This is an optimization exercise on Yosys and OpenROAD, whose aim is small area, a short achievable clock period and few clock cycles per item, not a production implementation. The RTL was checked by simulation tests, not by an equivalence proof against the original design.

==> inputs of run C <==
Design gamepad_velocity_command_mapper_top, start of the top module:
module gamepad_velocity_command_mapper_top (
    input  logic                               clk,
    input  logic                               rst_n,
    input  logic                               cfg_wr_en,
    input  logic [gvcm_pkg::DZ_W-1:0]          cfg_wr_data,
    input  logic                               s_tvalid,
    output logic                               s_tready,
    input  logic [gvcm_pkg::IN_DATA_W-1:0]     s_tdata,
    input  logic                               s_tuser,
    output logic                               m_tvalid,
    input  logic                               m_tready,
    output logic [gvcm_pkg::OUT_DATA_W-1:0]    m_tdata,
    output logic                               m_tuser
);
    localparam int XW = gvcm_pkg::XW;
    localparam int AW = gvcm_pkg::AW;
    localparam int NS = gvcm_pkg::CORDIC_STEPS;
    localparam int SB = 1 + 1 + 4 + 5 + 17 + 17;
  ...
Settings: LEC_CHECK=0, CAP_MARGIN=20, CORE_MARGIN=2, CORE_UTILIZATION=68, SLEW_MARGIN=20; clock period 14.0 ns.
standard.sh (not shown) runs the stock make flow with config.mk's settings and CLKGATE_MAP_FILE= SYNTH_SCRIPT=/design/flow/synth_recipe.tcl, a recipe that flattens the netlist after the stock synthesis.
==> flow/flow/run.sh <==
#!/bin/bash
# The standard layout (the standard.sh, with its standard synthesis), with the timing repair
# asked to over-fix setup: SETUP_SLACK_MARGIN makes repair_timing aim for slack of that many ns
# at the design's own clock period and constraints, which are left as they are.
set -euo pipefail
export SETUP_SLACK_MARGIN=9.5
bash standard.sh > standard.log 2>&1
==> run E: changes against run C <==
--- a/flow/design.v
+++ b/flow/design.v
@@ -534,10 +534,11 @@
     end
     logic                 g_v;
     logic [XW-2:0]        g_x, g_y;      
     logic                 g_sx, g_sy;    
     logic [1:0]           g_sa, g_sb2;   
+    logic                 g_neg;         
     function automatic logic [3:0] spd_terms(input logic [3:0] s);
         logic [3:0] r;
         begin
             case (s)
                 4'd1:    r = {2'd0, 2'd0};
@@ -574,10 +575,11 @@
             g_x  <= g2_x[XW-2:0] ^ {(XW-1){g2_x[XW-1]}};
             g_y  <= g2_y[XW-2:0] ^ {(XW-1){g2_y[XW-1]}};
             g_sx <= g2_x[XW-1];
             g_sy <= g2_y[XW-1];
             {g_sa, g_sb2} <= spd_terms(g1_sb[SB-3 -: 4]);
+            g_neg <= (g1_sb[SB-3 -: 4] == 4'd7);
             g_sb <= g1_sb;
         end
     end
     logic [3:0]  g_spd;
     logic        g_sz, g_sw;
@@ -596,11 +598,11 @@
                 2'd0:    r[1*33 +: 33] = 33'd0;
                 2'd1:    r[1*33 +: 33] = 33'(m);
                 2'd2:    r[1*33 +: 33] = 33'(m) << 1;
                 default: r[1*33 +: 33] = ~(33'(m));
             endcase
-            r[2*33 +: 33] = (sg ? 33'(s) : 33'd0) + ((sb == 2'd3) ? 33'd1 : 33'd0);
+            r[2*33 +: 33] = sg ? 33'(s) : 33'd0;
             spd_rows33 = r;
         end
     endfunction
     function automatic logic [3*21-1:0] spd_rows21(input logic [15:0] m, input logic sg,
                                                    input logic [3:0] s, input logic [1:0] sa,
@@ -612,11 +614,11 @@
                 2'd0:    r[1*21 +: 21] = 21'd0;
                 2'd1:    r[1*21 +: 21] = 21'(m);
                 2'd2:    r[1*21 +: 21] = 21'(m) << 1;
                 default: r[1*21 +: 21] = ~(21'(m));
             endcase
-            r[2*21 +: 21] = (sg ? 21'(s) : 21'd0) + ((sb == 2'd3) ? 21'd1 : 21'd0);
+            r[2*21 +: 21] = sg ? 21'(s) : 21'd0;
             spd_rows21 = r;
         end
     endfunction
     always_comb
     begin
@@ -632,14 +634,14 @@
     end
     gvcm_csa_tree #(.N(3), .W(33)) u_sx (.rows(sx_rows), .s(px_s), .c(px_c));
     gvcm_csa_tree #(.N(3), .W(33)) u_sy (.rows(sy_rows), .s(py_s), .c(py_c));
     gvcm_csa_tree #(.N(3), .W(21)) u_sz (.rows(sz_rows), .s(pz_s), .c(pz_c));
     gvcm_csa_tree #(.N(3), .W(21)) u_sw (.rows(sw_rows), .s(pw_s), .c(pw_c));
-    gvcm_add #(.W(33)) u_pxa (.a(px_s), .b(px_c), .cin(1'b0), .s(px), .cout());
-    gvcm_add #(.W(33)) u_pya (.a(py_s), .b(py_c), .cin(1'b0), .s(py), .cout());
-    gvcm_add #(.W(21)) u_pza (.a(pz_s), .b(pz_c), .cin(1'b0), .s(pz), .cout());
-    gvcm_add #(.W(21)) u_pwa (.a(pw_s), .b(pw_c), .cin(1'b0), .s(pw), .cout());
+    gvcm_add #(.W(33)) u_pxa (.a(px_s), .b(px_c), .cin(g_neg), .s(px), .cout());
+    gvcm_add #(.W(33)) u_pya (.a(py_s), .b(py_c), .cin(g_neg), .s(py), .cout());
+    gvcm_add #(.W(21)) u_pza (.a(pz_s), .b(pz_c), .cin(g_neg), .s(pz), .cout());
+    gvcm_add #(.W(21)) u_pwa (.a(pw_s), .b(pw_c), .cin(g_neg), .s(pw), .cout());
     logic        p_v;
     logic [19:0] p_x, p_y, p_z, p_w;
     logic [3:0]  p_s;
     logic        p_fly;
     logic [4:0]  p_req;
==> flow/flow/run.sh (replaced) <==
#!/bin/bash
# The standard layout (the standard.sh, with its standard synthesis), with the timing repair
# asked to over-fix setup: SETUP_SLACK_MARGIN makes repair_timing aim for slack of that many ns
# at the design's own clock period and constraints, which are left as they are.
set -euo pipefail
export SETUP_SLACK_MARGIN=10.5
bash standard.sh > standard.log 2>&1
==> run B: changes against run C <==
--- a/flow/design.v
+++ b/flow/design.v
@@ -348,17 +348,17 @@
         c0_yx  = c0_rot ? ({b_x[16], b_x} ^ {18{sgn_yx}}) : 18'd0;
         a0     = {b_ang[13], b_ang, 8'b0};
         a1     = c0_d ? a0 - $signed(gvcm_pkg::atan_step(0)) : a0 + $signed(gvcm_pkg::atan_step(0));
     end
     gvcm_csa_tree #(.N(3), .W(18)) u_c0x (
-        .rows({c0_xx, c0_xy, 18'({1'b0, c0_rot & sgn_xy} + {1'b0, b_nx})}),
+        .rows({c0_xx, c0_xy, {17'd0, c0_rot & sgn_xy}}),
         .s(c0_xs), .c(c0_xc));
     gvcm_csa_tree #(.N(3), .W(18)) u_c0y (
-        .rows({c0_yy, c0_yx, 18'({1'b0, c0_rot & sgn_yx} + {1'b0, b_ny})}),
+        .rows({c0_yy, c0_yx, {17'd0, c0_rot & sgn_yx}}),
         .s(c0_ys), .c(c0_yc));
-    gvcm_add #(.W(18)) u_c0xa (.a(c0_xs), .b(c0_xc), .cin(1'b0), .s(x1), .cout());
-    gvcm_add #(.W(18)) u_c0ya (.a(c0_ys), .b(c0_yc), .cin(1'b0), .s(y1), .cout());
+    gvcm_add #(.W(18)) u_c0xa (.a(c0_xs), .b(c0_xc), .cin(b_nx), .s(x1), .cout());
+    gvcm_add #(.W(18)) u_c0ya (.a(c0_ys), .b(c0_yc), .cin(b_ny), .s(y1), .cout());
     logic                 c1_v;
     logic signed [17:0]   c1_x, c1_y;
     logic [21:0]          c1_a;
     logic [SB-1:0]        c1_sb;
     always_ff @(posedge clk or negedge rst_n)
@@ -437,11 +437,11 @@
         end
     endgenerate
     localparam logic [59:0] GAIN_K = 60'h0adb576ac12404a0;
     logic                 g1_v;
     logic [XW-1:0]        g1_xs, g1_xc, g1_ys, g1_yc;
-    logic [15:0]          g1_xk, g1_yk;
+    logic [29:0]          g1_xk, g1_yk;
     logic [SB-1:0]        g1_sb;
     logic [13*60-1:0]     gx_rows, gy_rows;
     logic [59:0]          gx_s, gx_c, gy_s, gy_c;
     function automatic logic [13*60-1:0] gain_rows(input logic [XW-1:0] v);
         logic [XW-1:0]     u, n;
@@ -467,38 +467,30 @@
     endfunction
     assign gx_rows = gain_rows(cx[NS]);
     assign gy_rows = gain_rows(cy[NS]);
     gvcm_csa_tree #(.N(13), .W(60)) u_gx (.rows(gx_rows), .s(gx_s), .c(gx_c));
     gvcm_csa_tree #(.N(13), .W(60)) u_gy (.rows(gy_rows), .s(gy_s), .c(gy_c));
-    function automatic logic [15:0] block_gp(input logic [29:0] a, input logic [29:0] b);
+    function automatic logic [29:0] block_gp(input logic [29:0] a, input logic [29:0] b);
         logic [29:0] g, p;
-        logic [7:0]  bg, bp;
+        logic [14:0] bg, bp;
         begin
             g = a & b;
             p = a ^ b;
-            for (int j = 0; j < 8; j++)
+            for (int j = 0; j < 15; j++)
             begin
-                bg[j] = 1'b0;
-                bp[j] = 1'b1;
-                for (int k = 0; k < 4; k++)
-                begin
-                    if (4*j + k < 30)
-                    begin
-                        bg[j] = g[4*j+k] | (p[4*j+k] & bg[j]);
-                        bp[j] = bp[j] & p[4*j+k];
-                    end
-                end
+                bg[j] = g[2*j+1] | (p[2*j+1] & g[2*j]);
+                bp[j] = p[2*j+1] & p[2*j];
             end
             block_gp = {bp, bg};
         end
     endfunction
-    function automatic logic block_carry(input logic [15:0] gp);
+    function automatic logic block_carry(input logic [29:0] gp);
         logic c;
         begin
             c = 1'b0;
-            for (int j = 0; j < 8; j++)
-                c = gp[j] | (gp[8+j] & c);
+            for (int j = 0; j < 15; j++)
+                c = gp[j] | (gp[15+j] & c);
             block_carry = c;
         end
     endfunction
     always_ff @(posedge clk or negedge rst_n)
     begin
@@ -534,10 +526,11 @@
     end
     logic                 g_v;
     logic [XW-2:0]        g_x, g_y;      
     logic                 g_sx, g_sy;    
     logic [1:0]           g_sa, g_sb2;   
+    logic                 g_neg;         
     function automatic logic [3:0] spd_terms(input logic [3:0] s);
         logic [3:0] r;
         begin
             case (s)
                 4'd1:    r = {2'd0, 2'd0};
@@ -574,10 +567,11 @@
             g_x  <= g2_x[XW-2:0] ^ {(XW-1){g2_x[XW-1]}};
             g_y  <= g2_y[XW-2:0] ^ {(XW-1){g2_y[XW-1]}};
             g_sx <= g2_x[XW-1];
             g_sy <= g2_y[XW-1];
             {g_sa, g_sb2} <= spd_terms(g1_sb[SB-3 -: 4]);
+            g_neg <= (g1_sb[SB-3 -: 4] == 4'd7);
             g_sb <= g1_sb;
         end
     end
     logic [3:0]  g_spd;
     logic        g_sz, g_sw;
@@ -596,11 +590,11 @@
                 2'd0:    r[1*33 +: 33] = 33'd0;
                 2'd1:    r[1*33 +: 33] = 33'(m);
                 2'd2:    r[1*33 +: 33] = 33'(m) << 1;
                 default: r[1*33 +: 33] = ~(33'(m));
             endcase
-            r[2*33 +: 33] = (sg ? 33'(s) : 33'd0) + ((sb == 2'd3) ? 33'd1 : 33'd0);
+            r[2*33 +: 33] = sg ? 33'(s) : 33'd0;
             spd_rows33 = r;
         end
     endfunction
     function automatic logic [3*21-1:0] spd_rows21(input logic [15:0] m, input logic sg,
                                                    input logic [3:0] s, input logic [1:0] sa,
@@ -612,11 +606,11 @@
                 2'd0:    r[1*21 +: 21] = 21'd0;
                 2'd1:    r[1*21 +: 21] = 21'(m);
                 2'd2:    r[1*21 +: 21] = 21'(m) << 1;
                 default: r[1*21 +: 21] = ~(21'(m));
             endcase
-            r[2*21 +: 21] = (sg ? 21'(s) : 21'd0) + ((sb == 2'd3) ? 21'd1 : 21'd0);
+            r[2*21 +: 21] = sg ? 21'(s) : 21'd0;
             spd_rows21 = r;
         end
     endfunction
     always_comb
     begin
@@ -632,14 +626,14 @@
     end
     gvcm_csa_tree #(.N(3), .W(33)) u_sx (.rows(sx_rows), .s(px_s), .c(px_c));
     gvcm_csa_tree #(.N(3), .W(33)) u_sy (.rows(sy_rows), .s(py_s), .c(py_c));
     gvcm_csa_tree #(.N(3), .W(21)) u_sz (.rows(sz_rows), .s(pz_s), .c(pz_c));
     gvcm_csa_tree #(.N(3), .W(21)) u_sw (.rows(sw_rows), .s(pw_s), .c(pw_c));
-    gvcm_add #(.W(33)) u_pxa (.a(px_s), .b(px_c), .cin(1'b0), .s(px), .cout());
-    gvcm_add #(.W(33)) u_pya (.a(py_s), .b(py_c), .cin(1'b0), .s(py), .cout());
-    gvcm_add #(.W(21)) u_pza (.a(pz_s), .b(pz_c), .cin(1'b0), .s(pz), .cout());
-    gvcm_add #(.W(21)) u_pwa (.a(pw_s), .b(pw_c), .cin(1'b0), .s(pw), .cout());
+    gvcm_add #(.W(33)) u_pxa (.a(px_s), .b(px_c), .cin(g_neg), .s(px), .cout());
+    gvcm_add #(.W(33)) u_pya (.a(py_s), .b(py_c), .cin(g_neg), .s(py), .cout());
+    gvcm_add #(.W(21)) u_pza (.a(pz_s), .b(pz_c), .cin(g_neg), .s(pz), .cout());
+    gvcm_add #(.W(21)) u_pwa (.a(pw_s), .b(pw_c), .cin(g_neg), .s(pw), .cout());
     logic        p_v;
     logic [19:0] p_x, p_y, p_z, p_w;
     logic [3:0]  p_s;
     logic        p_fly;
     logic [4:0]  p_req;
==> run Y: changes against run C <==
--- a/flow/design.v
+++ b/flow/design.v
@@ -534,10 +534,11 @@
     end
     logic                 g_v;
     logic [XW-2:0]        g_x, g_y;      
     logic                 g_sx, g_sy;    
     logic [1:0]           g_sa, g_sb2;   
+    logic                 g_neg;         
     function automatic logic [3:0] spd_terms(input logic [3:0] s);
         logic [3:0] r;
         begin
             case (s)
                 4'd1:    r = {2'd0, 2'd0};
@@ -574,10 +575,11 @@
             g_x  <= g2_x[XW-2:0] ^ {(XW-1){g2_x[XW-1]}};
             g_y  <= g2_y[XW-2:0] ^ {(XW-1){g2_y[XW-1]}};
             g_sx <= g2_x[XW-1];
             g_sy <= g2_y[XW-1];
             {g_sa, g_sb2} <= spd_terms(g1_sb[SB-3 -: 4]);
+            g_neg <= (g1_sb[SB-3 -: 4] == 4'd7);
             g_sb <= g1_sb;
         end
     end
     logic [3:0]  g_spd;
     logic        g_sz, g_sw;
@@ -596,11 +598,11 @@
                 2'd0:    r[1*33 +: 33] = 33'd0;
                 2'd1:    r[1*33 +: 33] = 33'(m);
                 2'd2:    r[1*33 +: 33] = 33'(m) << 1;
                 default: r[1*33 +: 33] = ~(33'(m));
             endcase
-            r[2*33 +: 33] = (sg ? 33'(s) : 33'd0) + ((sb == 2'd3) ? 33'd1 : 33'd0);
+            r[2*33 +: 33] = sg ? 33'(s) : 33'd0;
             spd_rows33 = r;
         end
     endfunction
     function automatic logic [3*21-1:0] spd_rows21(input logic [15:0] m, input logic sg,
                                                    input logic [3:0] s, input logic [1:0] sa,
@@ -612,11 +614,11 @@
                 2'd0:    r[1*21 +: 21] = 21'd0;
                 2'd1:    r[1*21 +: 21] = 21'(m);
                 2'd2:    r[1*21 +: 21] = 21'(m) << 1;
                 default: r[1*21 +: 21] = ~(21'(m));
             endcase
-            r[2*21 +: 21] = (sg ? 21'(s) : 21'd0) + ((sb == 2'd3) ? 21'd1 : 21'd0);
+            r[2*21 +: 21] = sg ? 21'(s) : 21'd0;
             spd_rows21 = r;
         end
     endfunction
     always_comb
     begin
@@ -632,14 +634,14 @@
     end
     gvcm_csa_tree #(.N(3), .W(33)) u_sx (.rows(sx_rows), .s(px_s), .c(px_c));
     gvcm_csa_tree #(.N(3), .W(33)) u_sy (.rows(sy_rows), .s(py_s), .c(py_c));
     gvcm_csa_tree #(.N(3), .W(21)) u_sz (.rows(sz_rows), .s(pz_s), .c(pz_c));
     gvcm_csa_tree #(.N(3), .W(21)) u_sw (.rows(sw_rows), .s(pw_s), .c(pw_c));
-    gvcm_add #(.W(33)) u_pxa (.a(px_s), .b(px_c), .cin(1'b0), .s(px), .cout());
-    gvcm_add #(.W(33)) u_pya (.a(py_s), .b(py_c), .cin(1'b0), .s(py), .cout());
-    gvcm_add #(.W(21)) u_pza (.a(pz_s), .b(pz_c), .cin(1'b0), .s(pz), .cout());
-    gvcm_add #(.W(21)) u_pwa (.a(pw_s), .b(pw_c), .cin(1'b0), .s(pw), .cout());
+    gvcm_add #(.W(33)) u_pxa (.a(px_s), .b(px_c), .cin(g_neg), .s(px), .cout());
+    gvcm_add #(.W(33)) u_pya (.a(py_s), .b(py_c), .cin(g_neg), .s(py), .cout());
+    gvcm_add #(.W(21)) u_pza (.a(pz_s), .b(pz_c), .cin(g_neg), .s(pz), .cout());
+    gvcm_add #(.W(21)) u_pwa (.a(pw_s), .b(pw_c), .cin(g_neg), .s(pw), .cout());
     logic        p_v;
     logic [19:0] p_x, p_y, p_z, p_w;
     logic [3:0]  p_s;
     logic        p_fly;
     logic [4:0]  p_req;
==> flow/flow/run.sh (replaced) <==
#!/bin/bash
# The standard layout (the standard.sh, with its standard synthesis), with the timing repair
# asked to over-fix setup: SETUP_SLACK_MARGIN makes repair_timing aim for slack of that many ns
# at the design's own clock period and constraints, which are left as they are.
set -euo pipefail
export SETUP_SLACK_MARGIN=10
bash standard.sh > standard.log 2>&1
==> results.txt <==
	run Y	run E	run B	run C
Endpoint of the worst hold-timing path	b_ang[0]$_DFFE_PP_	g_step[12].rs_q[0]$_DFFE_PP_	g_step[13].rs_q[19]$_DFFE_PP_	g_step[16].rs_q[23]$_DFFE_PP_
Non-CTS inverters	1466	1471	1467	1470
Effective utilization at floorplan	68.1%	68.1%	68.4%	68.3%
Status	timing/DRC/antenna clean	timing/DRC/antenna clean	timing/DRC/antenna clean	timing/DRC/antenna clean
Synth top area share	44.2%	44.2%	44.2%	44.0%
Final setup slack of the worst path	9390 ps	9180 ps	8850 ps	9310 ps
Wire length on met3	25.1 mm	34.9 mm	24.1 mm	16.8 mm
Crit path buf inv count	7	6	2	5
Timing startpoint of the critical path	g_sa[0]$_SDFFCE_PP1P_	g_step[17].rx_q[16]$_DFFE_PP_	g1_xk[4]$_SDFFCE_PN0P_	g_sb2[1]$_DFFE_PP_
Last element of the critical path	p_x[4]$_DFFE_PP_	g1_xs[0]$_DFFE_PP_	g_x[26]$_DFFE_PP_	p_y[19]$_DFFE_PP_
Non-clock buffer share	5.39%	8.38%	3.53%	3.00%
Testbench counts of run C, summed over its fixed seeds: cycles 3,110, items 2,400.
Testbench counts of run E, summed over its fixed seeds: cycles 3,110, items 2,400.
Testbench counts of run B, summed over its fixed seeds: cycles 3,110, items 2,400.
Testbench counts of run Y, summed over its fixed seeds: cycles 3,110, items 2,400.

[what the ideal ports hide]
How much do the figures lean on ideal ports? The routed layouts below were timed once more, with nothing changed but the port constraints. Step 1 assumes that a clkbuf_16 drives the clock port and a buf_2 every other input. Step 2 adds t to the input delays and takes it off the output delays; t is the mean of the earliest and latest rising clock arrival at the registers after step 1. Input paths then give back, and output paths get back, about the clock's delay inside the block. Slacks: no drivers / after step 1 / after step 2; pairs: no drivers / after step 1.
run | t, ns | setup slack, ns | worst register clock-pin slew, ns
run C | 1.004 | 9.308 / 9.308 / 8.615 | 0.07 / 0.07
run E | 1.051 | 9.178 / 9.178 / 9.171 | 0.08 / 0.08
run B | 1.006 | 8.848 / 8.848 / 8.585 | 0.10 / 0.10
run Y | 1.030 | 9.391 / 9.345 / 9.040 | 0.08 / 0.08
After both steps setup and hold are still met in every run listed. The setup slack of run C, which loses most, moves by 0.000 ns with the drivers and by -0.693 ns with both steps.
